This is an optimization exercise on Yosys and OpenROAD, whose aim is small area, not a production implementation. Only simulation tests tie the RTL to the original design; equivalence was not proved. Power is estimated from default activity; no workload was simulated.

**flow/flow/run.sh**
```bash
#!/bin/bash
# The standard ORFS layout (standard.sh, standard synthesis unchanged) with two
# settings changed: ports are buffered with buf_1 instead of the default buffer, and
# clock tree synthesis inserts no dummy loads. Each tool's output is in
# orfs/logs/...; make's own output goes to flow_make.log in the work folder.
set -euo pipefail
export BUFFER_PORTS_ARGS="-buffer_cell sky130_fd_sc_hd__buf_1"
export CTS_ARGS="-sink_clustering_enable -repair_clock_nets -buf_list sky130_fd_sc_hd__clkbuf_8 -sink_clustering_size 16 -sink_clustering_max_diameter 70 -dont_use_dummy_load"
bash standard.sh > flow_make.log 2>&1
```
**flow/standard.sh**
```bash
#!/bin/bash
# synth_recipe.tcl (not shown) runs the flow's synth.tcl, then flattens the netlist and writes it again
# the make line also repeats each setting of config.mk as NAME=value (left out here)
make -C /OpenROAD-flow-scripts/flow DESIGN_CONFIG=/design/flow/config.mk WORK_HOME=/design/flow/orfs CLKGATE_MAP_FILE= SYNTH_SCRIPT=/design/flow/synth_recipe.tcl "${@:-finish}"
```
**flow/config.mk**
```make
export PLATFORM = sky130hd
export DESIGN_NAME = decodeExecute
export DESIGN_NICKNAME = decodeExecute
export VERILOG_FILES = /design/flow/design.v
export SDC_FILE = /design/flow/constraint.sdc
export NUM_CORES = 4
export LEC_CHECK = 0
export CAP_MARGIN = 20
export CORE_MARGIN = 2
export CORE_UTILIZATION = 55
export CTS_BUF_LIST = sky130_fd_sc_hd__clkbuf_16
export CTS_CLUSTER_DIAMETER = 80
export CTS_CLUSTER_SIZE = 25
export SLEW_MARGIN = 20
export SYNTH_HIERARCHICAL = 1
export SYNTH_MINIMUM_KEEP_SIZE = 0
```
**flow/constraint.sdc**
```tcl
create_clock -name core_clock -period 10.0 [get_ports {CLK}]
set_input_delay 2.0000 -clock core_clock [delete_from_list [all_inputs] [get_ports {CLK}]]
set_output_delay 2.0000 -clock core_clock [all_outputs]
set_load 0.01 [all_outputs]
```
**flow/design.v**
```verilog
package cpuTypesPkg;
  localparam int WORD_W = 32;
  localparam int REG_W  = 5;
  typedef logic [WORD_W-1:0] word_t;      
  typedef logic [REG_W-1:0]  regAddr_t;   
  typedef logic [5:0]        opcode_t;    
  typedef logic [5:0]        funct_t;     
  typedef logic [4:0]        shamt_t;     
  typedef logic [3:0]        aluOp_t;     
  localparam regAddr_t REG_RA = 5'd31;    
  localparam aluOp_t ALU_ADD  = 4'd0;
  localparam aluOp_t ALU_SUB  = 4'd1;
  localparam aluOp_t ALU_AND  = 4'd2;
  localparam aluOp_t ALU_OR   = 4'd3;
  localparam aluOp_t ALU_XOR  = 4'd4;
  localparam aluOp_t ALU_NOR  = 4'd5;
  localparam aluOp_t ALU_SLT  = 4'd6;
  localparam aluOp_t ALU_SLTU = 4'd7;
  localparam aluOp_t ALU_SLL  = 4'd8;
  localparam aluOp_t ALU_SRL  = 4'd9;
  localparam aluOp_t ALU_LUI  = 4'd10;
  localparam opcode_t OP_RTYPE = 6'h00;
  localparam opcode_t OP_J     = 6'h02;
  localparam opcode_t OP_JAL   = 6'h03;
  localparam opcode_t OP_BEQ   = 6'h04;
  localparam opcode_t OP_BNE   = 6'h05;
  localparam opcode_t OP_ADDIU = 6'h09;
  localparam opcode_t OP_SLTI  = 6'h0A;
  localparam opcode_t OP_ANDI  = 6'h0C;
  localparam opcode_t OP_ORI   = 6'h0D;
  localparam opcode_t OP_XORI  = 6'h0E;
  localparam opcode_t OP_LUI   = 6'h0F;
  localparam opcode_t OP_LW    = 6'h23;
  localparam opcode_t OP_SW    = 6'h2B;
  localparam funct_t FN_SLL  = 6'h00;
  localparam funct_t FN_SRL  = 6'h02;
  localparam funct_t FN_JR   = 6'h08;
  localparam funct_t FN_ADD  = 6'h20;
  localparam funct_t FN_ADDU = 6'h21;
  localparam funct_t FN_SUB  = 6'h22;
  localparam funct_t FN_SUBU = 6'h23;
  localparam funct_t FN_AND  = 6'h24;
  localparam funct_t FN_OR   = 6'h25;
  localparam funct_t FN_XOR  = 6'h26;
  localparam funct_t FN_NOR  = 6'h27;
  localparam funct_t FN_SLT  = 6'h2A;
  localparam funct_t FN_SLTU = 6'h2B;
  typedef struct packed {
    logic   regDst;     
    logic   regWen;
    logic   aluSrc;     
    logic   zeroExt;
    logic   shiftSel;   
    logic   memToReg;
    logic   dRen;
    logic   dWen;
    logic   branch;
    logic   bne;
    logic   jmp;
    logic   jl;
    logic   jmpReg;
    aluOp_t aluOp;
  } ctrl_t;
  typedef struct packed {
    ctrl_t ctrl;
    word_t instr;
    word_t pc;
    word_t incPc;
    word_t rdat1;
    word_t rdat2;
    word_t extendOut;
  } idEx_t;
endpackage
`timescale 1ns/1ns
module controlDecoder
(
  input  cpuTypesPkg::word_t instr,
  output logic               usePc,
  output logic               useRs
);
  cpuTypesPkg::opcode_t op;
  assign op    = instr[31:26];
  assign usePc = !op[5] && !op[4] && !op[3] && (op[2] ^ op[1]);
  assign useRs = !usePc && !(op[3] && op[2] && op[1] && op[0]);    
endmodule
`timescale 1ns/1ns
module registerFile
(
  input  logic     CLK,
  input  logic     nRST,
  input  logic     wbWen,
  input  cpuTypesPkg::regAddr_t wbReg,
  input  cpuTypesPkg::word_t    wbData,
  input  cpuTypesPkg::regAddr_t rs,
  input  cpuTypesPkg::regAddr_t rt,
  output cpuTypesPkg::word_t    rdat1,
  output cpuTypesPkg::word_t    rdat2
);
  logic [31:1][31:0] regs;
  logic [31:1]       we;
  logic [31:1]       valid;
  logic [31:1]       live;       
  logic [31:1]       selA;
  logic [31:1]       selB;
  logic              hitA;
  logic              hitB;
  genvar i;
  for (i = 1; i < 32; i++)
  begin : g_row
    assign we[i] = wbWen && (wbReg == i);
    always_ff @(posedge CLK)
    begin
      if (we[i])
        regs[i] <= wbData;
    end
    always_ff @(posedge CLK or negedge nRST)
    begin
      if (!nRST)
        valid[i] <= 1'b0;
      else if (we[i])
        valid[i] <= 1'b1;
    end
    assign live[i] = valid[i] && !we[i];
    assign selA[i] = live[i] && (rs == i);
    assign selB[i] = live[i] && (rt == i);
  end
  assign hitA = wbWen && (wbReg != '0) && (wbReg == rs);
  assign hitB = wbWen && (wbReg != '0) && (wbReg == rt);
  readPort i_readA (.regs (regs), .sel (selA), .hit (hitA), .wbData (wbData), .rdat (rdat1));
  readPort i_readB (.regs (regs), .sel (selB), .hit (hitB), .wbData (wbData), .rdat (rdat2));
endmodule
module readPort
(
  input  logic [31:1][31:0] regs,
  input  logic [31:1]       sel,
  input  logic              hit,
  input  cpuTypesPkg::word_t wbData,
  output cpuTypesPkg::word_t rdat
);
  logic [10:0][31:0] grpN;        
  genvar g;
  for (g = 0; g < 10; g++)
  begin : g_grp
    aoi222 i_aoi (
      .a0 (regs[3*g+1]), .s0 (sel[3*g+1]),
      .a1 (regs[3*g+2]), .s1 (sel[3*g+2]),
      .a2 (regs[3*g+3]), .s2 (sel[3*g+3]),
      .y  (grpN[g])
    );
  end
  aoi22 i_aoiLast (
    .a0 (regs[31]), .s0 (sel[31]),
    .a1 (wbData),   .s1 (hit),
    .y  (grpN[10])
  );
  assign rdat = ~(grpN[0] & grpN[1] & grpN[2] & grpN[3] & grpN[4] & grpN[5]
                & grpN[6] & grpN[7] & grpN[8] & grpN[9] & grpN[10]);
endmodule
module aoi222
(
  input  cpuTypesPkg::word_t a0,
  input  logic               s0,
  input  cpuTypesPkg::word_t a1,
  input  logic               s1,
  input  cpuTypesPkg::word_t a2,
  input  logic               s2,
  output cpuTypesPkg::word_t y
);
  assign y = ~(({32{s0}} & a0) | ({32{s1}} & a1) | ({32{s2}} & a2));
endmodule
module aoi22
(
  input  cpuTypesPkg::word_t a0,
  input  logic               s0,
  input  cpuTypesPkg::word_t a1,
  input  logic               s1,
  output cpuTypesPkg::word_t y
);
  assign y = ~(({32{s0}} & a0) | ({32{s1}} & a1));
endmodule
`timescale 1ns/1ns
module pipeRegIdEx
(
  input  logic  CLK,
  input  logic  nRST,
  input  logic  enable,
  input  logic  flush,
  input  logic  regWenIn,
  input  logic  dRenIn,
  input  logic  dWenIn,
  input  logic  branchTakenIn,
  input  cpuTypesPkg::regAddr_t destRegIn,
  input  cpuTypesPkg::word_t    exResultIn,
  input  cpuTypesPkg::word_t    targetIn,
  output logic  regWen,
  output logic  dRen,
  output logic  dWen,
  output logic  branchTaken,
  output cpuTypesPkg::regAddr_t destReg,
  output cpuTypesPkg::word_t    exResult,
  output cpuTypesPkg::word_t    target
);
  always_ff @(posedge CLK or negedge nRST)
  begin
    if (!nRST)
    begin
      regWen      <= 1'b0;               
      dRen        <= 1'b0;
      dWen        <= 1'b0;
      branchTaken <= 1'b0;
    end
    else if (flush)
    begin
      regWen      <= 1'b0;               
      dRen        <= 1'b0;
      dWen        <= 1'b0;
      branchTaken <= 1'b0;
    end
    else if (enable)
    begin
      regWen      <= regWenIn;
      dRen        <= dRenIn;
      dWen        <= dWenIn;
      branchTaken <= branchTakenIn;
    end
  end
  always_ff @(posedge CLK)
  begin
    if (enable)
    begin
      destReg  <= destRegIn;
      exResult <= exResultIn;
      target   <= targetIn;
    end
  end
endmodule
`timescale 1ns/1ns
module executeStage
(
  input  logic [5:0]  op,
  input  logic [25:0] fields,
  input  logic        eq,
  input  cpuTypesPkg::word_t p,
  input  cpuTypesPkg::word_t q,
  output cpuTypesPkg::word_t    exResult,
  output cpuTypesPkg::word_t    target,       
  output cpuTypesPkg::regAddr_t destReg,
  output logic     regWen,
  output logic     dRen,
  output logic     dWen,
  output logic     branchTaken
);
  logic [5:0]  fn;
  logic [15:0] imm;
  logic        isR;
  logic        rWen;
  logic        iWen;
  assign fn  = fields[5:0];
  assign imm = fields[15:0];
  assign isR = (op == 6'h00);
  always_comb
  begin
    case (fn)
      6'h00, 6'h02, 6'h20, 6'h21, 6'h22, 6'h23,
      6'h24, 6'h25, 6'h26, 6'h27, 6'h2A, 6'h2B: rWen = 1'b1;
      default:                                  rWen = 1'b0;
    endcase
    case (op)
      6'h03, 6'h09, 6'h0A, 6'h0C, 6'h0D, 6'h0E, 6'h0F, 6'h23: iWen = 1'b1;
      default:                                                iWen = 1'b0;
    endcase
  end
  assign regWen      = isR ? rWen : iWen;
  assign dRen        = (op == 6'h23);
  assign dWen        = (op == 6'h2B);
  assign branchTaken = (isR && fn == 6'h08) || op == 6'h02 || op == 6'h03
                    || (op == 6'h04 && eq) || (op == 6'h05 && !eq);
  assign destReg = isR ? fields[15:11] :
                   (!op[5] && !op[3]) ? 5'd31 : fields[20:16];
  logic ySelQ, ySext, yZext, yLui, yBr, sub, four, sltSigned;
  logic rShR, rShL, rSum, rSlt, mNor, mPr, mG;
  assign ySelQ = isR && fn[5];                                
  assign ySext = !isR && (op[5] || (op[3] && !op[2]));        
  assign yZext = !op[5] && op[3] && op[2] && !(op[1] && op[0]);   
  assign yLui  = !op[5] && op[3] && op[2] && op[1] && op[0];
  assign yBr   = !op[5] && !op[3] && op[2];                   
  assign sub   = isR ? (fn[1] && !fn[2]) : (!op[5] && op[3] && !op[2] && op[1]);   
  assign four  = !isR && !op[5] && !op[3];                    
  assign sltSigned = !(isR && fn[0]);
  logic lgR, lgI;
  assign lgR  = isR && fn[5] && fn[2];                        
  assign lgI  = !op[5] && op[3] && op[2] && !(op[1] && op[0]);   
  assign rShR = isR && !fn[5] && fn[1];
  assign rShL = isR && !fn[5] && !fn[1];
  assign rSlt = isR ? (fn[5] && fn[3]) : (!op[5] && op[3] && !op[2] && op[1]);
  assign rSum = !(rShR || rShL || lgR || lgI || rSlt);
  assign mG   = (lgR && !fn[1]) || (lgI && !op[1]);           
  assign mPr  = (lgR && (fn[1] ^ fn[0])) || (lgI && (op[1] ^ op[0]));   
  assign mNor = lgR && fn[1] && fn[0];
  cpuTypesPkg::word_t y;
  operandY i_operandY (
    .q     (q),
    .imm   (imm),
    .ySelQ (ySelQ),
    .ySext (ySext),
    .yZext (yZext),
    .yLui  (yLui),
    .yBr   (yBr),
    .y     (y)
  );
  logic [34:34] ax;
  logic [34:34] ay;
  logic [34:0] pr;
  logic [34:0] g;
  logic [34:0] c;                   
  logic [34:0] s;
  logic [31:0] prBits;
  logic [31:0] gBits;
  propGen i_propGen (
    .x   (p),
    .y   (y),
    .sub (sub),
    .pr  (prBits),
    .g   (gBits)
  );
  assign ax[34] = sltSigned & p[31];
  assign ay[34] = (sltSigned & y[31]) ^ sub;
  assign pr = {ax[34] ^ ay[34], prBits[31:2], !four, prBits[1:0], !sub};
  assign g  = {ax[34] & ay[34], gBits[31:2],  four,  gBits[1:0],  sub};
  prefixCarry i_prefixCarry (
    .g  (g),
    .pr (pr),
    .c  (c)
  );
  sumXor i_sumXor (
    .pr (pr),
    .c  ({c[33:0], 1'b0}),
    .s  (s)
  );
  cpuTypesPkg::word_t sum;
  cpuTypesPkg::word_t lpr;
  cpuTypesPkg::word_t lg;
  assign sum = {s[33:4], s[2:1]};
  assign lpr = {pr[33:4], pr[2:1]};
  assign lg  = {g[33:4], g[2:1]};
  cpuTypesPkg::word_t shR;
  cpuTypesPkg::word_t shRev;
  shifter i_shifter (
    .q      (q),
    .right  (fn[1]),
    .amount (fields[10:6]),
    .shR    (shR),
    .shRev  (shRev)
  );
  cpuTypesPkg::word_t resultOut;
  resultMux i_resultMux (
    .sum   (sum),
    .lpr   (lpr),
    .lg    (lg),
    .shR   (shR),
    .shRev (shRev),
    .rSum  (rSum),
    .mG    (mG),
    .mPr   (mPr),
    .mNor  (mNor),
    .rShR  (rShR),
    .rShL  (rShL),
    .out   (resultOut)
  );
  assign exResult = {resultOut[31:1], resultOut[0] | (rSlt & s[34])};
  logic jSel;
  assign jSel = !isR && !op[2];
  targetMux i_targetMux (
    .q      (q),
    .sum    (sum),
    .jt     (fields[25:0]),
    .selQ   (op[5]),
    .selJ   (jSel),
    .target (target)
  );
endmodule
module operandY
(
  input  cpuTypesPkg::word_t q,
  input  logic [15:0]        imm,
  input  logic               ySelQ,
  input  logic               ySext,
  input  logic               yZext,
  input  logic               yLui,
  input  logic               yBr,
  output cpuTypesPkg::word_t y
);
  assign y[1:0]   = ({2{ySelQ}} & q[1:0])   | ({2{ySext | yZext}} & imm[1:0]);
  assign y[15:2]  = ({14{ySelQ}} & q[15:2]) | ({14{ySext | yZext}} & imm[15:2])
                  | ({14{yBr}} & imm[13:0]);
  assign y[17:16] = ({2{ySelQ}} & q[17:16]) | ({2{ySext}} & {2{imm[15]}})
                  | ({2{yLui}} & imm[1:0]) | ({2{yBr}} & imm[15:14]);
  assign y[31:18] = ({14{ySelQ}} & q[31:18]) | ({14{ySext | yBr}} & {14{imm[15]}})
                  | ({14{yLui}} & imm[15:2]);
endmodule
module propGen
(
  input  cpuTypesPkg::word_t x,
  input  cpuTypesPkg::word_t y,
  input  logic               sub,
  output cpuTypesPkg::word_t pr,
  output cpuTypesPkg::word_t g
);
  cpuTypesPkg::word_t yInv;
  assign yInv = y ^ {32{sub}};
  assign pr   = x ^ yInv;
  assign g    = x & yInv;
endmodule
module sumXor
(
  input  logic [34:0] pr,
  input  logic [34:0] c,
  output logic [34:0] s
);
  assign s = pr ^ c;
endmodule
module resultMux
(
  input  cpuTypesPkg::word_t sum,
  input  cpuTypesPkg::word_t lpr,
  input  cpuTypesPkg::word_t lg,
  input  cpuTypesPkg::word_t shR,
  input  cpuTypesPkg::word_t shRev,
  input  logic               rSum,
  input  logic               mG,
  input  logic               mPr,
  input  logic               mNor,
  input  logic               rShR,
  input  logic               rShL,
  output cpuTypesPkg::word_t out
);
  assign out = ({32{rSum}}  & sum)
             | ({32{mG}}    & lg)
             | ({32{mPr}}   & lpr)
             | ({32{mNor}}  & ~(lpr | lg))
             | ({32{rShR}}  & shR)
             | ({32{rShL}}  & shRev);
endmodule
module targetMux
(
  input  cpuTypesPkg::word_t q,
  input  cpuTypesPkg::word_t sum,
  input  logic [25:0]        jt,
  input  logic               selQ,
  input  logic               selJ,
  output cpuTypesPkg::word_t target
);
  assign target = selQ ? q :
                  selJ ? {sum[31:28], jt, 2'b00} : sum;
endmodule
module prefixCarry
(
  input  logic [34:0] g,
  input  logic [34:0] pr,
  output logic [34:0] c
);
  logic [34:0] gg;
  logic [34:0] pp;
  always_comb
  begin
    gg = g;
    pp = pr;
    for (int d = 1; d < 35; d = d * 2)
      for (int i = 2 * d - 1; i < 35; i = i + 2 * d)
      begin
        gg[i] = gg[i] | (pp[i] & gg[i-d]);
        pp[i] = pp[i] & pp[i-d];
      end
    for (int d = 16; d >= 1; d = d / 2)
      for (int i = 3 * d - 1; i < 35; i = i + 2 * d)
      begin
        gg[i] = gg[i] | (pp[i] & gg[i-d]);
        pp[i] = pp[i] & pp[i-d];
      end
    c = gg;
  end
endmodule
module shifter
(
  input  cpuTypesPkg::word_t q,
  input  logic               right,
  input  logic [4:0]         amount,
  output cpuTypesPkg::word_t shR,
  output cpuTypesPkg::word_t shRev
);
  cpuTypesPkg::word_t qRev;
  logic [5:0][31:0]   st;         
  always_comb
  begin
    for (int k = 0; k < 32; k++)
    begin
      qRev[k]  = q[31-k];
      shRev[k] = shR[31-k];
    end
  end
  shiftStageRev i_rev (.a (qRev),  .sel (right),     .y (st[0]));
  shiftStage1   i_s0  (.a (st[0]), .sel (amount[0]), .y (st[1]));
  shiftStage2   i_s1  (.a (st[1]), .sel (amount[1]), .y (st[2]));
  shiftStage4   i_s2  (.a (st[2]), .sel (amount[2]), .y (st[3]));
  shiftStage8   i_s3  (.a (st[3]), .sel (amount[3]), .y (st[4]));
  shiftStage16  i_s4  (.a (st[4]), .sel (amount[4]), .y (st[5]));
  assign shR = st[5];
endmodule
module shiftStageRev
(
  input  cpuTypesPkg::word_t a,
  input  logic               sel,
  output cpuTypesPkg::word_t y
);
  cpuTypesPkg::word_t aRev;
  always_comb
  begin
    for (int k = 0; k < 32; k++)
      aRev[k] = a[31-k];
  end
  assign y = ~(sel ? aRev : a);
endmodule
module shiftStage1
(
  input  cpuTypesPkg::word_t a,
  input  logic               sel,
  output cpuTypesPkg::word_t y
);
  assign y = ~(sel ? {{1{1'b1}}, a[31:1]} : a);
endmodule
module shiftStage2
(
  input  cpuTypesPkg::word_t a,
  input  logic               sel,
  output cpuTypesPkg::word_t y
);
  assign y = ~(sel ? {{2{1'b0}}, a[31:2]} : a);
endmodule
module shiftStage4
(
  input  cpuTypesPkg::word_t a,
  input  logic               sel,
  output cpuTypesPkg::word_t y
);
  assign y = ~(sel ? {{4{1'b1}}, a[31:4]} : a);
endmodule
module shiftStage8
(
  input  cpuTypesPkg::word_t a,
  input  logic               sel,
  output cpuTypesPkg::word_t y
);
  assign y = ~(sel ? {{8{1'b0}}, a[31:8]} : a);
endmodule
module shiftStage16
(
  input  cpuTypesPkg::word_t a,
  input  logic               sel,
  output cpuTypesPkg::word_t y
);
  assign y = ~(sel ? {{16{1'b1}}, a[31:16]} : a);
endmodule
`timescale 1ns/1ns
module decodeExecute
(
  input  logic     CLK,
  input  logic     nRST,
  input  cpuTypesPkg::word_t    instr,
  input  cpuTypesPkg::word_t    pc,
  input  logic     enable,
  input  logic     flush,
  input  logic     wbWen,
  input  cpuTypesPkg::regAddr_t wbReg,
  input  cpuTypesPkg::word_t    wbData,
  output cpuTypesPkg::word_t    exResult,
  output cpuTypesPkg::regAddr_t destReg,
  output logic     regWen,
  output logic     memToReg,
  output logic     dRen,
  output logic     dWen,
  output cpuTypesPkg::word_t    storeData,
  output logic     branchTaken,
  output cpuTypesPkg::word_t    branchTarget
);
  cpuTypesPkg::word_t    rdat1;
  cpuTypesPkg::word_t    rdat2;
  logic                  usePc;
  logic                  useRs;
  logic                  idRegWen;
  logic                  idDRen;
  logic                  idDWen;
  logic                  idBranchTaken;
  cpuTypesPkg::regAddr_t idDestReg;
  cpuTypesPkg::word_t    idExResult;
  cpuTypesPkg::word_t    idTarget;
  cpuTypesPkg::word_t    exTarget;
  controlDecoder i_controlDecoder (
    .instr (instr),
    .usePc (usePc),
    .useRs (useRs)
  );
  registerFile i_registerFile (
    .CLK    (CLK),
    .nRST   (nRST),
    .wbWen  (wbWen),
    .wbReg  (wbReg),
    .wbData (wbData),
    .rs     (instr[25:21]),
    .rt     (instr[20:16]),
    .rdat1  (rdat1),
    .rdat2  (rdat2)
  );
  executeStage i_executeStage (
    .op          (instr[31:26]),
    .fields      (instr[25:0]),
    .eq          (rdat1 == rdat2),
    .p           (({32{usePc}} & pc) | ({32{useRs}} & rdat1)),
    .q           (rdat2),
    .exResult    (idExResult),
    .target      (idTarget),
    .destReg     (idDestReg),
    .regWen      (idRegWen),
    .dRen        (idDRen),
    .dWen        (idDWen),
    .branchTaken (idBranchTaken)
  );
  pipeRegIdEx i_pipeRegIdEx (
    .CLK           (CLK),
    .nRST          (nRST),
    .enable        (enable),
    .flush         (flush),
    .regWenIn      (idRegWen),
    .dRenIn        (idDRen),
    .dWenIn        (idDWen),
    .branchTakenIn (idBranchTaken),
    .destRegIn     (idDestReg),
    .exResultIn    (idExResult),
    .targetIn      (idTarget),
    .regWen        (regWen),
    .dRen          (dRen),
    .dWen          (dWen),
    .branchTaken   (branchTaken),
    .destReg       (destReg),
    .exResult      (exResult),
    .target        (exTarget)
  );
  assign memToReg     = dRen;
  assign storeData    = exTarget;
  assign branchTarget = exTarget;
endmodule
```
==> impl_results.md, run 1 <==
* WL met1 at 73300 um
* Syn avg cell area at about 15 um^2
* Area occupied by multi-input gates at ~17000 um^2
* CTS Buffer Depth at 3
* RSZ-0062 raised after global routing: no
* Top-Level Pins at roughly 210
* Placed cells at about 4800
* R2R Path Start: i_registerFile.valid[10]
* Cts hold-fix bufs at 0
* MaxCap Viol Count at 0
* Max Fclk at about 120 MHz
* Met2 WL post-DR at 92600 um
* Vias per cell at 8.16
* Worst-Margin Slew at 1.22 ns
* Global route total overflow at 0
* Vias post-DR at 39641
* Die span in x at 312 um
* Clk slew on worst S/H paths at 0.08 ns
* Clk latency of the worst-skew pair at 0.77 ns
* Routed len/inst at roughly 43 um
* Overall global routing resource usage at 0.424
* Setup tns final at 0 ns
* Routed wire length at 211000 um
* Hold Crit Depth at 1
* Starting Density at 0.557
* Critical Path End Type: flop
* Post-CTS sizing at 0
* CTS tree: done
* Wire length on met3 at 31900 um
* Final std cells w/o fill at about 4900
* Initial antenna violation count at 24
* R2R setup slack at around 3.6 ns
* Layout Nets at 3741
* Placed Area at 53300 um^2
* Max_slew headroom at 0.188
* RD Place Congestion at ~1
* Hold endpoint: i_registerFile.valid[22]
* Post-DP HPWL at about 130000 um
* Mapped Cells at ~3500
* Period minus WS final at approximately 8.6 ns
* Die H at 312 um
* Peak supply drop at 130 uV
* Layout filler cell count at ~7500
* Router iterations before antenna repair at 11
* Status: complete, no violations
* H-tree levels at 3
* Cell Rows at between 100 and 150
* Min Hold Slack at 0.466 ns
* Proportion of layout cells with a drive suffix above 1 at 0.118
* Crit Path Class: in2reg
* ANT nets after route at 0
* Root Buffer: clkbuf_8
* Cts bufs inserted at 82
* Reg2reg path depth at 19
* Layout area overhead at 4.61%
* Max layer used: met5
* Die area at 97100 um^2
* Worst clock skew at 0.0792 ns
* Reg area at 32700 um^2
* Number of port buffers at 211
* Net Count, Synth at 3632
* Postcts setup bufs at 0
* Tcrit/Tclk final at 0.863
* # setup viols final at 0
* Crit path DAT at 9.11 ns
* Post-synth design cell area at approximately 52000 um^2
* CP startpoint: wbReg[4]
* YS warnings at 12
* Final instance area at approximately 54000 um^2
* DRC violations left at 0
* Pwr Density at 166 nW/um^2
* Pin count of the biggest net entering global routing at between 70 and 80
* Critical Path Fanout Max at 29
* Final Max Tran Viols at 0
* DRT iter0 DRCs at 10139
* Core ar. at 93500 um^2
* Hold Crit Class: reg2reg
* Final Hold Viols at 0
* Required time worst endpoint at 10.48 ns
* Number of global-route vias before repair at 37883
* R2R Path End: i_pipeRegIdEx.exResult[27]
* Min-delay src: i_registerFile.valid[22]
* Leak at 18.0 nW
* CTS sink cnt at 1096
* Crit start category: input pin
* First-pass GRT wire length at 291000 um
layer usage:
layer | global-route usage | vias up
li1 | - | 15470
met5 | 0 | -
met1 | 0.557 | 19734
met3 | 0.133 | 713
met2 | 0.636 | 3706
met4 | 0.214 | 18
state kept, by name, indices dropped and copies added (netlist names):
name                       cells
i_registerFile.regs          992
i_pipeRegIdEx.exResult        32
i_pipeRegIdEx.target          32
i_registerFile.valid          31
i_pipeRegIdEx.destReg          5
i_pipeRegIdEx.branchTaken      1
i_pipeRegIdEx.dRen             1
i_pipeRegIdEx.dWen             1
i_pipeRegIdEx.regWen           1
layout make-up:
type | count | share of cell area
diodes | 9 | 0.000414
clock buffers | 82 | 0.0207
inverters | 9 | 0.000621
multi-input cells | 2025 | 0.310
flip-flops and latches | 1096 | 0.601
well taps | 1254 | 0.0288
repair buffers | 380 | 0.0381
report_power, final:
| group | internal (W) | total, W | leakage, nW | switching, W |
|---|---|---|---|---|
| Sequential | 0.00518 | 0.00525 | 10.0 | 0.0000686 |
| Combinational | 0.000471 | 0.00164 | 7.40 | 0.00117 |
| Clock | 0.000735 | 0.00216 | 0.590 | 0.00142 |
| Total | 0.00639 | 0.00905 | 18.0 | 0.00266 |
worst max path at each step:
stage / to / slack, ns / cells after the start
finish: i_pipeRegIdEx.exResult[27] / 1.37 / 21
global placement: i_pipeRegIdEx.exResult[27] / 1.22 / 21
floorplan: i_pipeRegIdEx.exResult[28] / 3.28 / 21
global route: i_pipeRegIdEx.exResult[27] / 1.21 / 21
CTS: i_pipeRegIdEx.exResult[28] / 1.84 / 21
detailed placement: i_pipeRegIdEx.exResult[28] / 1.01 / 21
through the flow:
| step | utilization | power, W | setup WS, ns |
|---|---|---|---|
| 2_1_floorplan | - | 0.00623 | 3.28 |
| 3_3_place_gp | 0.570 | 0.00690 | 1.22 |
| 3_5_place_dp | 0.570 | 0.00691 | 1.01 |
| 4_1_cts | 0.582 | 0.00897 | 1.84 |
| 5_1_grt | 0.582 | 0.00925 | 1.21 |
| 6_report | 0.582 | 0.00905 | 1.37 |
cells in the final DEF, fill, tap and decap left out, drive strengths merged, types with 9 or more instances in the layout:
master	n
diode	9
xor2	101
nand3	100
clkbuf	91
buf	371
edfxtp	1061
nor2	73
nand4	137
a22o	36
nor3b	32
a222oi	645
a21oi	43
ha	41
nor3	55
mux2i	192
or3	67
a22oi	138
or2	40
inv	9
dfrtp	35
o21ai	81
nand2	70
nor4	29
a21o	26
nand2b	31
a221o	15
critical path, stage by stage:
cell	delay, ns
buf_1	0.39
nand4bb_1	0.59
o21ai_0	0.60
nor4_2	0.13
buf_4	0.29
a222oi_1	0.38
nand4_1	0.57
or3_1	0.79
a22oi_1	0.24
nand2_1	0.10
xor2_1	0.16
ha_1	0.42
nand2_1	0.10
o21ai_0	0.19
a221oi_1	0.41
nand3_1	0.34
a31oi_1	0.53
o21bai_1	0.14
xor2_1	0.21
a222oi_1	0.37
nand2_1	0.11
==> run 2: changes to the inputs <==
--- a/flow/design.v
+++ b/flow/design.v
@@ -189,14 +189,12 @@
   input  logic  dRenIn,
   input  logic  dWenIn,
   input  logic  branchTakenIn,
-  input  cpuTypesPkg::regAddr_t destRegIn,
   input  cpuTypesPkg::word_t    exResultIn,
   input  cpuTypesPkg::word_t    targetIn,
   output logic  regWen,
   output logic  dRen,
   output logic  dWen,
   output logic  branchTaken,
-  output cpuTypesPkg::regAddr_t destReg,
   output cpuTypesPkg::word_t    exResult,
   output cpuTypesPkg::word_t    target
 );
@@ -228,7 +226,6 @@
   begin
     if (enable)
     begin
-      destReg  <= destRegIn;
       exResult <= exResultIn;
       target   <= targetIn;
     end
@@ -244,7 +241,6 @@
   input  cpuTypesPkg::word_t q,
   output cpuTypesPkg::word_t    exResult,
   output cpuTypesPkg::word_t    target,       
-  output cpuTypesPkg::regAddr_t destReg,
   output logic     regWen,
   output logic     dRen,
   output logic     dWen,
@@ -275,8 +271,10 @@
   assign dWen        = (op == 6'h2B);
   assign branchTaken = (isR && fn == 6'h08) || op == 6'h02 || op == 6'h03
                     || (op == 6'h04 && eq) || (op == 6'h05 && !eq);
-  assign destReg = isR ? fields[15:11] :
-                   (!op[5] && !op[3]) ? 5'd31 : fields[20:16];
+  cpuTypesPkg::regAddr_t dest;
+  logic                  selD;
+  assign dest = isR ? fields[15:11] : fields[20:16];
+  assign selD = isR ? (fn[5] || !fn[3]) : (op[3] ^ op[5]);    
   logic ySelQ, ySext, yZext, yLui, yBr, sub, four, sltSigned;
   logic rShR, rShL, rSum, rSlt, mNor, mPr, mG;
   assign ySelQ = isR && fn[5];                                
@@ -374,8 +372,10 @@
     .q      (q),
     .sum    (sum),
     .jt     (fields[25:0]),
-    .selQ   (op[5]),
+    .dest   (dest),
+    .selQ   (op[5] && op[3]),
     .selJ   (jSel),
+    .selD   (selD),
     .target (target)
   );
 endmodule
@@ -443,15 +443,19 @@
 endmodule
 module targetMux
 (
-  input  cpuTypesPkg::word_t q,
-  input  cpuTypesPkg::word_t sum,
-  input  logic [25:0]        jt,
-  input  logic               selQ,
-  input  logic               selJ,
-  output cpuTypesPkg::word_t target
+  input  cpuTypesPkg::word_t    q,
+  input  cpuTypesPkg::word_t    sum,
+  input  logic [25:0]           jt,
+  input  cpuTypesPkg::regAddr_t dest,
+  input  logic                  selQ,
+  input  logic                  selJ,
+  input  logic                  selD,
+  output cpuTypesPkg::word_t    target
 );
-  assign target = selQ ? q :
-                  selJ ? {sum[31:28], jt, 2'b00} : sum;
+  cpuTypesPkg::word_t t;
+  assign t = selQ ? q :
+             selJ ? {sum[31:28], jt, 2'b00} : sum;
+  assign target = {t[31:5], selD ? dest : t[4:0]};
 endmodule
 module prefixCarry
 (
@@ -590,7 +594,6 @@
   logic                  idDRen;
   logic                  idDWen;
   logic                  idBranchTaken;
-  cpuTypesPkg::regAddr_t idDestReg;
   cpuTypesPkg::word_t    idExResult;
   cpuTypesPkg::word_t    idTarget;
   cpuTypesPkg::word_t    exTarget;
@@ -618,7 +621,6 @@
     .q           (rdat2),
     .exResult    (idExResult),
     .target      (idTarget),
-    .destReg     (idDestReg),
     .regWen      (idRegWen),
     .dRen        (idDRen),
     .dWen        (idDWen),
@@ -633,18 +635,17 @@
     .dRenIn        (idDRen),
     .dWenIn        (idDWen),
     .branchTakenIn (idBranchTaken),
-    .destRegIn     (idDestReg),
     .exResultIn    (idExResult),
     .targetIn      (idTarget),
     .regWen        (regWen),
     .dRen          (dRen),
     .dWen          (dWen),
     .branchTaken   (branchTaken),
-    .destReg       (destReg),
     .exResult      (exResult),
     .target        (exTarget)
   );
   assign memToReg     = dRen;
   assign storeData    = exTarget;
   assign branchTarget = exTarget;
+  assign destReg      = exTarget[4:0] | {5{branchTaken}};
 endmodule
==> run 2 against run 1 <==
Final cell count rose by 0.29%; design area is essentially flat; count of clock-buffer cells in the layout stayed put; first-iteration DRC count rose by 13%; sequential share of layout area fell by 0.24 points; hold slack better by 0.0078 ns; critical endpoint unchanged.
==> impl_results.md, run 2 <==
* Max Fclk at 121 MHz
* Largest reg by FF count: i_registerFile.regs
* Die area at slightly below 100000 um^2
* Worst clock skew at 0.0704 ns
* Final std cells w/o fill at 4869
* CTS sink cnt at 1091
* Reg area at 32600 um^2
* Critical-path cell list: buf_1 > nand4b_1 > o21ai_0 > nor4_2 > buf_4 > a222oi_1 > nand4_1 > or3_1 > a22oi_1 > nand2_1 > xor2_1 > ha_1 > and4_1 > a221oi_1 > nand3_1 > a31oi_1 > o21bai_1 > xor2_1 > a222oi_1 > nand2_1
* Mapped Cells at 3504
* Hold Crit Depth at 1
* Dpl ws at 1.15 ns
* Crit Path Class: in2reg
* # setup viols final at 0
* Most frequent cells in the layout: edfxtp_1 (1056), a222oi_1 (645), buf_1 (202)
* DRT iter0 DRCs at 11481
* Postcts setup bufs at 0
* Net Count, Synth at 3654
* Post-DP HPWL at 138000 um
* Setup tns final at 0 ns
* Final instance area at 54400 um^2
* Vias per cell at 8.22
* Commonest non-fill, non-tap cell in the layout: edfxtp_1
* Root Buffer: clkbuf_8
* Critical Path End Type: flop
* Routed wire length at around 220000 um
* R2R Path Start: i_registerFile.valid[19]
* Layout Nets at 3758
* ANT nets after route at 0
* Global route total overflow at 0
* Layout area overhead at 4.52%
* H-tree levels at 3
* Die H at 312 um
* Period minus WS final at 8.29 ns
* Placed cells at between 4000 and 5000
* Worst setup margin at 1.71 ns
* Pwr Density at 167 nW/um^2
* Clk latency of the worst-skew pair at ~0.81 ns
* Required time worst endpoint at 10.56 ns
* Core ar. at 93600 um^2
* CTS Buffer Depth at 3
* Crit start category: input pin
* Proportion of layout cells with a drive suffix above 1 at 0.120
* Tcrit/Tclk final at 0.829
* Max_slew headroom at 0.217
* Initial antenna violation count at 30
* Area occupied by multi-input gates at 17000 um^2
* Final Hold Viols at 0
* CTS tree: done
* Reg2reg path depth at 18
* Post-CTS sizing at 0
* Hold Crit Class: reg2reg
* Min-delay src: i_registerFile.valid[26]
* First-pass GRT wire length at 297000 um
* Total power at 0.00906 W
* Hold endpoint: i_registerFile.valid[26]
* Number of port buffers at between 200 and 250
* Placed Area at around 53000 um^2
* MaxCap Viol Count at 0
* Critical Path Fanout Max at 32
* DRC violations left at 0
* Max reg flops at 992
* R2R setup slack at 3.91 ns
* Crit path DAT at 8.86 ns
* Peak supply drop at 122 uV
* Die span in x at 312 um
* Worst-Margin Slew at 1.17 ns
* RD Place Congestion at ~1.1
* Status: complete, no violations
* Pin count of the biggest net entering global routing at 69
* Overall global routing resource usage at 0.436
* Slowest Stage Delay on Critical Path at roughly 0.70 ns
* Biggest regs: i_registerFile.regs: 992 flops, i_pipeRegIdEx.exResult: 32 flops, i_pipeRegIdEx.target: 32 flops
* Vias post-DR at about 40000
* YS warnings at 12
* Clk slew on worst S/H paths at 0.11 ns
* RSZ-0062 raised after global routing: no
* R2R Path End: i_pipeRegIdEx.exResult[27]
* Layout filler cell count at about 7500
* Slowest-stage cell, CP: or3_1
* Cell Rows at approximately 110
* Router iterations before antenna repair at 14
* Cts bufs inserted at 82
* Routed len/inst at 44.6 um
* Number of global-route vias before repair at 37088
* Post-synth design cell area at 52000 um^2
* Syn avg cell area at 14.9 um^2
* Starting Density at 0.556
* Top-Level Pins at 212
* Leak at 18.1 nW
* Cts hold-fix bufs at 0
* Final Max Tran Viols at 0
## run 2: worst max-delay path, delay by kind of cell
family	cells	cell delay (ns)
simple gates	8	2.70
fa+ha+maj	1	0.39
xor+xnor	2	0.34
buf+inv	2	0.71
compound gates	7	2.66
## run 2: worst max path at each step
stage / startpoint / to / slack (ns) / cells past startpoint
after floorplan: wbReg[0] / i_pipeRegIdEx.exResult[28] / 3.28 / 21
after global routing: wbReg[4] / i_pipeRegIdEx.target[26] / 1.47 / 20
after global placement: wbReg[4] / i_pipeRegIdEx.exResult[28] / 1.30 / 21
after detailed placement: wbReg[4] / i_pipeRegIdEx.exResult[27] / 1.15 / 21
after CTS: wbReg[4] / i_pipeRegIdEx.exResult[27] / 2.00 / 20
final: wbReg[4] / i_pipeRegIdEx.exResult[27] / 1.71 / 20
## run 2: through the flow
step           utilization  hold WS [ns]
6_report             0.581         0.474
5_1_grt              0.581         0.477
4_1_cts              0.581         0.473
3_5_place_dp         0.569         0.447
3_3_place_gp         0.569         0.446
2_1_floorplan            -         0.430
## run 2: metal layers
metal / global-route usage / part of all wire
met5: 0 / 0.00088
met1: 0.568 / 0.33
met3: 0.128 / 0.15
met2: 0.650 / 0.44
met4: 0.257 / 0.074
## run 2: cell type report
class	instances	share of cell area
Tap cell	1254	0.0288
Clock buffer	82	0.0207
Antenna cell	9	0.000414
Multi-Input combinational cell	2044	0.313
Inverter	14	0.000966
Timing Repair Buffer	375	0.0374
Sequential cell	1091	0.599
## run 2: where the power goes
group          leakage (nW)  switching (W)  internal [W]
registers              9.99      0.0000738       0.00516
logic                  7.51        0.00120      0.000474
clock network         0.590        0.00142      0.000734
total                  18.1        0.00269       0.00637

==> what the ideal ports hide <==
No port has a modelled driver above. Below, the same layouts with a new extraction and two added sets of constraints.
Step 1: set_driving_cell puts a clkbuf_16 on CLK and a buf_2 on each other input, an assumption about the parent block.
Step 2 also shifts input and output timing later by t, the mid clock arrival at the registers, as if the neighbouring blocks saw the same clock.
Slacks: ideal / step 1 / step 2; pairs: ideal / step 1.
run	shift t [ns]	slack for setup (ns)	pins driven straight from the clock port
run 1	0.824	1.374 / 1.372 / 0.549	1
run 2	0.845	1.708 / 1.698 / 0.854	1
After both steps setup and hold are still met in every run listed. For run 2, which loses most, drivers alone change the setup slack by -0.010 ns; drivers and shift together by -0.854 ns.
